Background: an optimization exercise with open tools, aiming at small area, a short achievable clock period and few clock cycles per item. Do not read the settings as production practice. Power figures rest on the tool's default switching activity, not on a simulated workload.

== before ==
// cave_automaton_5x5_step_top
module cave_automaton_5x5_step_top #(
  parameter int MAX_WIDTH = 64
) (
  input  wire logic                          clk,
  input  wire logic                          rst_n,
  input  wire logic                          in_valid,
  output logic                               in_stall,
  input  wire logic [MAX_WIDTH-1:0]          in_source_cells,
  output logic                               out_valid,
  input  wire logic                          out_stall,
  output logic      [MAX_WIDTH-1:0]          out_result_cells,
  output logic      [cave5_pkg::HeightW-1:0] out_line_index,
  output logic                               out_last_line,
  input  wire logic                          psel,
  input  wire logic                          penable,
  input  wire logic                          pwrite,
  input  wire logic [cave5_pkg::AddrW-1:0]   paddr,
  input  wire logic [cave5_pkg::DataW-1:0]   pwdata,
  output logic      [cave5_pkg::DataW-1:0]   prdata,
  output logic                               pready
);
For scale: about 220 I/O pins, ~0.046 mm^2 of cells after synthesis.
==> flow/config.mk <==
export PLATFORM = sky130hd
export DESIGN_NAME = cave_automaton_5x5_step_top
export DESIGN_NICKNAME = cave_automaton_5x5_step_top
export VERILOG_FILES = /design/flow/design.v
export SDC_FILE = /design/flow/constraint.sdc
export NUM_CORES = 4
export LEC_CHECK = 0
export ABC_CLOCK_PERIOD_IN_PS = 3000
export CAP_MARGIN = 20
export CORE_MARGIN = 2
export CORE_UTILIZATION = 40
export SETUP_SLACK_MARGIN = 4.5
export SLEW_MARGIN = 20
export SYNTH_HIERARCHICAL = 1
export SYNTH_MINIMUM_KEEP_SIZE = 0
==> flow/constraint.sdc <==
create_clock -name core_clock -period 8.0 [get_ports {clk}]
set_input_delay 1.6000 -clock core_clock [delete_from_list [all_inputs] [get_ports {clk}]]
set_output_delay 1.6000 -clock core_clock [all_outputs]
set_load 0.01 [all_outputs]
run.sh (not shown) runs the stock make flow with config.mk's settings and CLKGATE_MAP_FILE= SYNTH_SCRIPT=/design/flow/synth_recipe.tcl, a recipe that flattens the netlist after the stock synthesis.
diff inputs: before => after
-- flow/design.v --
<<< before, line 133
    logic n0, a1, b1, c2;
    logic u0, u1, v1, v2;
    logic x0, x1, h1;
    logic y1, y2, z1, z2, w1, w2, h2;
    logic p2, p3, q2, q3, r3;
    logic [3:0] near_cnt;
    logic near_ok, far_over;
>>> after, line 133
    logic n0, a1, b1, c2;
    logic u0, u1, v1, v2;
    logic x0, x1, g0, h1;
    logic y1, y2, z1, z2, w1, w2, g1, h2;
    logic p2, p3, q2, q3, g2, r3;
    logic s3, s4;
    logic [3:0] near_cnt;
    logic near_ok, far_over;
<<< before, line 145
    cave5_fa u_v  (.a(v[x+1]), .b(v[x+2]), .c(v[x+3]), .s(v1), .co(v2));
    cave5_fa u_x  (.a(l[x]), .b(l[x+4]), .c(k[0]), .s(x0), .co(x1));
    assign h1 = (n0 & u0) | (n0 & x0) | (u0 & x0);
    cave5_fa u_y  (.a(m[x]), .b(m[x+4]), .c(k[1]), .s(y1), .co(y2));
    cave5_fa u_z  (.a(a1), .b(b1), .c(u1), .s(z1), .co(z2));
    cave5_fa u_w  (.a(v1), .b(x1), .c(y1), .s(w1), .co(w2));
    assign h2 = (z1 & w1) | (z1 & h1) | (w1 & h1);
    cave5_fa u_p  (.a(c2), .b(v2), .c(y2), .s(p2), .co(p3));
    cave5_fa u_q  (.a(z2), .b(w2), .c(p2), .s(q2), .co(q3));
    assign r3 = k[2] ? (q2 | h2) : (q2 & h2);
    always_comb begin
      case (k[4:3])
        2'b11:   far_over = p3 | q3 | r3;
        2'b10:   far_over = (p3 & q3) | (p3 & r3) | (q3 & r3);
        2'b01:   far_over = p3 & q3 & r3;
        default: far_over = 1'b0;
      endcase
    end
    assign res[x] = inner[x] ? (near_ok || !far_over) : (rows[2][x] && wmask[x]);
  end
>>> after, line 146
    cave5_fa u_v  (.a(v[x+1]), .b(v[x+2]), .c(v[x+3]), .s(v1), .co(v2));
    cave5_fa u_x  (.a(l[x]), .b(l[x+4]), .c(k[0]), .s(x0), .co(x1));
    cave5_fa u_g0 (.a(n0), .b(u0), .c(x0), .s(g0), .co(h1));
    cave5_fa u_y  (.a(m[x]), .b(m[x+4]), .c(k[1]), .s(y1), .co(y2));
    cave5_fa u_z  (.a(a1), .b(b1), .c(u1), .s(z1), .co(z2));
    cave5_fa u_w  (.a(v1), .b(x1), .c(y1), .s(w1), .co(w2));
    cave5_fa u_g1 (.a(z1), .b(w1), .c(h1), .s(g1), .co(h2));
    cave5_fa u_p  (.a(c2), .b(v2), .c(k[2]), .s(p2), .co(p3));
    cave5_fa u_q  (.a(y2), .b(z2), .c(w2), .s(q2), .co(q3));
    cave5_fa u_g2 (.a(p2), .b(q2), .c(h2), .s(g2), .co(r3));
    cave5_fa u_s  (.a(k[3]), .b(p3), .c(q3), .s(s3), .co(s4));
    assign far_over = (k[4] & s4) | ((k[4] | s4) & s3 & r3);
    assign res[x] = inner[x] ? (near_ok || !far_over) : (rows[2][x] && wmask[x]);
  end
<<< before, line 233
  logic                          t1_r;      
  logic                          t2_r;      
  logic                          row4_r;    
  logic [3:0][63:0]              s_r;
  logic                          o_v;
>>> after, line 228
  logic                          t1_r;      
  logic                          t2_r;      
  logic [3:0][63:0]              s_r;
  logic                          o_v;
<<< before, line 316
  always_ff @(posedge clk) begin
    if (!rst_n) begin
      t1_r   <= 1'b0;
      t2_r   <= 1'b0;
      row4_r <= 1'b1;
    end else if (t1_emit) begin
      t1_r   <= 1'b0;
      t2_r   <= 1'b1;
      row4_r <= 1'b1;
    end else if (t2_emit) begin
      t2_r <= 1'b0;
    end else if (consume && r_last) begin
      t1_r   <= 1'b1;
      row4_r <= 1'b0;
    end
  end
>>> after, line 310
  always_ff @(posedge clk) begin
    if (!rst_n) begin
      t1_r <= 1'b0;
      t2_r <= 1'b0;
    end else if (t1_emit) begin
      t1_r <= 1'b0;
      t2_r <= 1'b1;
    end else if (t2_emit) begin
      t2_r <= 1'b0;
    end else if (consume && r_last) begin
      t1_r <= 1'b1;
    end
  end
<<< before, line 339
  assign rows[2] = s_r[2];
  assign rows[3] = s_r[3];
  assign rows[4] = r_cells & {64{row4_r}};
  cave5_line u_line (
    .rows     (rows),
>>> after, line 330
  assign rows[2] = s_r[2];
  assign rows[3] = s_r[3];
  assign rows[4] = r_cells & {64{!t1_r}};
  cave5_line u_line (
    .rows     (rows),
Notes after the runs:
after against before: core area rose about 3.7%; placement-stage worst setup slack shows a reduction of 270 ps; number of fillers in the final layout fell by 260; via count of the first global-routing pass now sits lower.
| share of synthesized cell area in full adder, half adder and majority cells | after vs before | 7.3 points higher |
Final routed wire length divided by cell count across after and before: no real change.
Re area share of and/or/nand/nor cells after synthesis: after and before aren't equal, and the higher value belongs to before.
Clock network fraction of design power down 2.1 points in after wrt before
Number of instances in the synthesized netlist shrinks by a few percent when moving from before to after.
When after is measured against before, its post-layout instance count excluding filler cells turns out 94 higher.
Area of the multi-input gates in after is 10% higher than in before
Lower global routing usage on met2 among after and before: after
In the reports for after and before, the smaller clock tree cell share of total cell area belongs to after.
Buffer count excluding the clock tree in the final layout for after: 182 up relative to before
No run of this note included a check of the RTL's function; only the layout flow was run.

what the ideal ports hide:
The results above use ideal ports. As a check the final layouts listed here were re-extracted and re-timed, cells and wires unchanged.
Step 1 (the two cells are an assumption about what drives the block):
set clk [get_ports {clk}]
set_driving_cell -lib_cell sky130_fd_sc_hd__clkbuf_16 $clk
set_driving_cell -lib_cell sky130_fd_sc_hd__buf_2 [delete_from_list [all_inputs] $clk]
Step 2 times the ports against the registers' clock, not the clock port: input delays grow and output delays shrink by t, the midpoint of the rising clock arrivals with the driver on.
Three values: ideal, step 1, step 2; two values: the first two.
run	shift t [ns]	setup WS [ns]	worst register clock-pin slew, ns
before	0.710	4.457 / 4.457 / 3.934	0.07 / 0.07
after	0.689	4.230 / 4.230 / 3.907	0.07 / 0.07
After both steps every run listed still meets setup and hold. The setup slack of before, which loses most, moves by 0.000 ns with the drivers and by -0.523 ns with both steps.
